What follows belongs to an exercise in optimizing a design on an open flow for small area; a production flow would make more cautious choices.
In this exercise RTL edits were held to simulation tests only and were not proved equivalent to the original.
Power is estimated from default activity; no workload was simulated.

## box_overlay_top
module box_overlay_top #(
    parameter int H_ACTIVE  = 1280,
    parameter int H_FRONT   = 110,
    parameter int H_SYNC    = 40,
    parameter int H_BACK    = 220,
    parameter int V_ACTIVE  = 720,
    parameter int V_FRONT   = 5,
    parameter int V_SYNC    = 5,
    parameter int V_BACK    = 20,
    parameter int NUM_BOXES = 24
) (
    input  logic                 pix_clk,
    input  logic                 rst_n_i,
    input  logic                 rx_valid_i,    
    input  logic [7:0]           rx_byte_i,
    input  overlay_pkg::rgb565_t pix_rgb565_i,  
    output logic                 pix_req_o,
    output logic                 vs_o,
    output logic                 hs_o,
    output logic                 de_o,
    output logic [7:0]           r_o,
    output logic [7:0]           g_o,
    output logic [7:0]           b_o
);
Settings: LEC_CHECK=0, CAP_MARGIN=20, CORE_MARGIN=2, CORE_UTILIZATION=55, CTS_BUF_LIST=sky130_fd_sc_hd__clkbuf_8, CTS_CLUSTER_DIAMETER=60, CTS_CLUSTER_SIZE=20, SLEW_MARGIN=20; clock period 6.0 ns.
run.sh (not shown) runs the stock make flow with config.mk's settings and CLKGATE_MAP_FILE= SYNTH_SCRIPT=/design/flow/synth_recipe.tcl, a recipe that flattens the netlist after the stock synthesis.
The first run completed with no timing, DRC or antenna violations.
==> next run, changes <==
--- a/flow/config.mk
+++ b/flow/config.mk
@@ -9,6 +9,6 @@
 export CORE_MARGIN = 2
 export CORE_UTILIZATION = 55
-export CTS_BUF_LIST = sky130_fd_sc_hd__clkbuf_8
+export CTS_BUF_LIST = sky130_fd_sc_hd__clkbuf_16
 export CTS_CLUSTER_DIAMETER = 60
-export CTS_CLUSTER_SIZE = 20
+export CTS_CLUSTER_SIZE = 24
 export SLEW_MARGIN = 20
Maximum frequency increases slightly.
Routed wire length increases slightly.
Setup slack gets better by 0.027 ns.
First-iteration DRC count decreases by a few percent.
Utilization increases by 1.2 points.
Clock power increases by a quarter to a third.
Area after synthesis does not change.
Global-route usage increases by 0.15 points.
Total power increases by a few percent.
Register-to-register slack gets better by 0.03 ns.
==> next run, changes <==
==> flow/flow/run.sh (new file) <==
#!/bin/bash
# The standard layout (bash standard.sh, unchanged synthesis), with the clock
# tree built without dummy loads. The make output goes to flow.log here; the
# tools' own logs stay under orfs/logs.
set -euo pipefail
export CTS_ARGS="-sink_clustering_enable -repair_clock_nets -dont_use_dummy_load -buf_list sky130_fd_sc_hd__clkbuf_8 -sink_clustering_size 20 -sink_clustering_max_diameter 60"
bash standard.sh > flow.log 2>&1
==> flow/standard.sh (new file) <==
#!/bin/bash
# synth_recipe.tcl (not shown) runs the flow's synth.tcl, then flattens the netlist and writes it again
# the make line also repeats each setting of config.mk as NAME=value (left out here)
make -C /OpenROAD-flow-scripts/flow DESIGN_CONFIG=/design/flow/config.mk WORK_HOME=/design/flow/orfs CLKGATE_MAP_FILE= SYNTH_SCRIPT=/design/flow/synth_recipe.tcl "${@:-finish}"
--- a/flow/config.mk
+++ b/flow/config.mk
@@ -9,6 +9,6 @@
 export CORE_MARGIN = 2
 export CORE_UTILIZATION = 55
-export CTS_BUF_LIST = sky130_fd_sc_hd__clkbuf_16
-export CTS_CLUSTER_DIAMETER = 60
-export CTS_CLUSTER_SIZE = 24
+export CTS_BUF_LIST = sky130_fd_sc_hd__clkbuf_8
+export CTS_CLUSTER_DIAMETER = 50
+export CTS_CLUSTER_SIZE = 16
 export SLEW_MARGIN = 20
removed: flow/run.sh
What happened: The new run finished with timing, DRC and antenna clean. Core utilization is lower by 1.6 points. Critical path depth is unchanged. Sequential power hardly moves. Clock-buffer cell count grows by 6. Register-to-register slack loses 0.06 ns. Setup slack is worse by 0.057 ns.
==> next run, changes <==
==> flow/run.sh (new file) <==
#!/bin/bash
# synth_recipe.tcl (not shown) runs the flow's synth.tcl, then flattens the netlist and writes it again
# the make line also repeats each setting of config.mk as NAME=value (left out here)
make -C /OpenROAD-flow-scripts/flow DESIGN_CONFIG=/design/flow/config.mk WORK_HOME=/design/flow/orfs CLKGATE_MAP_FILE= SYNTH_SCRIPT=/design/flow/synth_recipe.tcl finish
removed: flow/flow/run.sh
removed: flow/standard.sh
After rerunning:
- The changed run went through all stages and came out clean
- synthesized area stays the same
- design area rose by 2.2%
- setup slack is better by 0.0058 ns
- core utilization rose by 1.3 points
- sequential power barely changes
==> next run, changes <==
==> flow/flow/run.sh (new file) <==
#!/bin/bash
# The standard layout (bash standard.sh, unchanged synthesis), with the clock
# tree built without dummy loads. The make output goes to flow.log here; the
# tools' own logs stay under orfs/logs.
set -euo pipefail
export CTS_ARGS="-sink_clustering_enable -repair_clock_nets -dont_use_dummy_load -buf_list sky130_fd_sc_hd__clkbuf_8 -sink_clustering_size 16 -sink_clustering_max_diameter 50"
bash standard.sh > flow.log 2>&1
==> flow/standard.sh (new file) <==
#!/bin/bash
# synth_recipe.tcl (not shown) runs the flow's synth.tcl, then flattens the netlist and writes it again
# the make line also repeats each setting of config.mk as NAME=value (left out here)
make -C /OpenROAD-flow-scripts/flow DESIGN_CONFIG=/design/flow/config.mk WORK_HOME=/design/flow/orfs CLKGATE_MAP_FILE= SYNTH_SCRIPT=/design/flow/synth_recipe.tcl "${@:-finish}"
removed: flow/run.sh
Effect:
- The changed run ran to the end with no violations
- global-route usage barely changes
- die area is unchanged
- cell area goes down by 1.3%

box_overlay_top, a different RTL version from the one above (not shown whole).
Size in the first run: roughly 55 I/O pins.
clock: 6.0 ns
lec_check: 0
abc_area: 1
cap_margin: 20
core_margin: 2
core_utilization: 70
cts_buf_list: sky130_fd_sc_hd__clkbuf_8
cts_cluster_diameter: 55
cts_cluster_size: 18
place_density: 0.78
slew_margin: 20
standard.sh (not shown) runs the stock make flow with config.mk's settings and CLKGATE_MAP_FILE= SYNTH_SCRIPT=/design/flow/synth_recipe.tcl, a recipe that flattens the netlist after the stock synthesis.
==> flow/flow/run.sh <==
#!/bin/bash
# The standard layout (standard.sh, with the standard flow's synthesis script), with
# three changes to how the layout is made:
#  - ABC maps the logic with the area script in flow/abc_area.script (more
#    optimisation, and ABC's area mapper; ABC_AREA=1 is set in config.mk),
#    and adders are left to ABC too instead of being mapped to adder cells
#    first (ADDER_MAP_FILE empty); both touch the combinational logic only,
#    so the registers are the same;
#  - the clock tree is built without dummy loads;
#  - the port buffers are sky130_fd_sc_hd__buf_1.
# The make output goes to flow.log here; each tool's log stays in orfs/logs.
set -euo pipefail
here=$(pwd)
rm -rf "$here/scripts"
cp -r "$FLOW_HOME/scripts" "$here/scripts"
cp "$here/flow/abc_area.script" "$here/scripts/abc_area.script"
export SCRIPTS_DIR="$here/scripts"
export ADDER_MAP_FILE=
export CTS_ARGS="-sink_clustering_enable -repair_clock_nets -dont_use_dummy_load -buf_list sky130_fd_sc_hd__clkbuf_8 -sink_clustering_size 20 -sink_clustering_max_diameter 45"
export BUFFER_PORTS_ARGS="-buffer_cell sky130_fd_sc_hd__buf_1"
bash standard.sh > flow.log 2>&1
==> flow/flow/abc_area.script <==
strash
dc2
dch -f
amap
mfs3 -ae
strash
dc2
dch -f
amap
mfs3 -ae
topo
Rerun with:
--- a/flow/flow/run.sh
+++ b/flow/flow/run.sh
@@ -5,4 +5,2 @@
-#    optimisation, and ABC's area mapper; ABC_AREA=1 is set in config.mk),
-#    and adders are left to ABC too instead of being mapped to adder cells
-#    first (ADDER_MAP_FILE empty); both touch the combinational logic only,
-#    so the registers are the same;
+#    optimisation rounds than ORFS's; ABC_AREA=1 is set in config.mk); it
+#    runs on the combinational logic only, so the registers are the same;
@@ -18,2 +16 @@
-export ADDER_MAP_FILE=
-export CTS_ARGS="-sink_clustering_enable -repair_clock_nets -dont_use_dummy_load -buf_list sky130_fd_sc_hd__clkbuf_8 -sink_clustering_size 20 -sink_clustering_max_diameter 45"
+export CTS_ARGS="-sink_clustering_enable -repair_clock_nets -dont_use_dummy_load -buf_list sky130_fd_sc_hd__clkbuf_8 -sink_clustering_size 18 -sink_clustering_max_diameter 55"
==> flow/flow/abc_area.script (replaced) <==
strash
dc2
&get -n
&st
&dch -f
&nf -R 1000
&put
mfs3 -ae
topo
stime -c
buffer -c
upsize -c
dnsize -c
- CORE_UTILIZATION: 70 -> 55
- PLACE_DENSITY: 0.78 -> unset
The changed run produced a clean layout. Utilization fell by 16 points. Clock-buffer cell count goes down by 8. First-iteration DRC count grows by 0.39%. Hold slack improves by 20 ps. Fmax is higher by 13%. Design area went up by 3.8%. Routed wire length climbs by 2.0%. Non-clock buffer count falls by 5. Synthesized cell count stays flat. Clock skew increases by 7.7 ps.
Rerun with:
--- a/flow/flow/run.sh
+++ b/flow/flow/run.sh
@@ -5,2 +5,4 @@
-#    optimisation rounds than ORFS's; ABC_AREA=1 is set in config.mk); it
-#    runs on the combinational logic only, so the registers are the same;
+#    optimisation, and ABC's area mapper; ABC_AREA=1 is set in config.mk),
+#    and adders are left to ABC too instead of being mapped to adder cells
+#    first (ADDER_MAP_FILE empty); both touch the combinational logic only,
+#    so the registers are the same;
@@ -15,0 +18 @@
+export ADDER_MAP_FILE=
==> flow/flow/abc_area.script (replaced) <==
strash
dc2
dch -f
amap
mfs3 -ae
strash
dc2
dch -f
amap
mfs3 -ae
topo
- CORE_UTILIZATION: 55 -> 70
- PLACE_DENSITY: unset -> 0.78
Clock power is lower slightly.
Hold slack is better by 16 ps.
Total power is lower by about a fifth.
Design area is lower by a few percent.
Via count is higher by a few percent.
Routed wire length is lower by a few percent.
Sequential share of layout area is higher by 3.0 points.
Worst setup slack is worse by 690 ps.
Cell count is lower by a few percent.
Rerun with:
- CORE_UTILIZATION: 70 -> 80
- PLACE_DENSITY: 0.78 -> 0.88
What happened: With this change the flow produced a layout that fails on negative setup slack; worst setup slack degrades by 800 ps; total power goes up by 2.8%; global-route usage goes up by 13 points; wire length goes up by 26%; utilization goes up by 10 points; sequential cell count does not change; final area is about the same; clock skew goes up by 25 ps.
Rerun with:
- CORE_UTILIZATION: 80 -> 55
- PLACE_DENSITY: 0.88 -> unset
The changed run passed the timing, design-rule and antenna checks.
Design area grows by 1.0%.
Global-route usage shrinks by 19 points.
Synthesized area is unchanged.
Rerun with:
==> flow/flow/abc_area.script (replaced) <==
strash
dc2
dch -f
amap
mfs3 -ae
strash
dc2
dch -f
amap
mfs3 -ae
topo
stime -c
buffer -c
upsize -c
dnsize -c
Final area goes up slightly.
Total power is about the same.
Cell count grows slightly.
Routed wire length came out higher by a few percent.
Synthesized cell count came out higher slightly.
Sequential share of layout area fell by 0.27 points.

-- port drivers added, routing unchanged --
The results above use ideal ports. As a check the final layouts listed here were re-extracted and re-timed, cells and wires unchanged.
Step 1, drivers: a clkbuf_16 drives pix_clk and a buf_2 each remaining input, both assumed.
Step 2 moves the port delays by t, midway between the first and last clock arrival at a register: inputs arrive t later, outputs are due t later. That takes back most of the time a late clock gives input paths.
Three values: ideal, step 1, step 2; two values: the first two.
run	t, ns	slack for setup (ns)	worst hold slack (ns)
the first run of note 1	0.758	1.386 / 1.386 / 1.386	0.321 / 0.321 / 0.321
the second run of note 1	0.689	1.413 / 1.413 / 1.413	0.320 / 0.320 / 0.320
the third run of note 1	0.733	1.356 / 1.356 / 1.356	0.283 / 0.283 / 0.283
the fourth run of note 1	0.774	1.362 / 1.362 / 1.362	0.314 / 0.314 / 0.314
the fifth run of note 1	0.739	1.338 / 1.338 / 1.338	0.264 / 0.264 / 0.264
the first run of note 2	0.724	0.748 / 0.748 / 0.748	0.256 / 0.256 / 0.256
the second run of note 2	0.734	1.367 / 1.367 / 1.367	0.275 / 0.275 / 0.275
the third run of note 2	0.708	0.678 / 0.678 / 0.678	0.292 / 0.292 / 0.292
the fourth run of note 2	0.737	-0.119 / -0.119 / -0.119	0.286 / 0.286 / 0.286
the fifth run of note 2	0.713	0.685 / 0.685 / 0.685	0.284 / 0.284 / 0.284
the sixth run of note 2	0.710	1.064 / 1.064 / 1.064	0.291 / 0.291 / 0.291
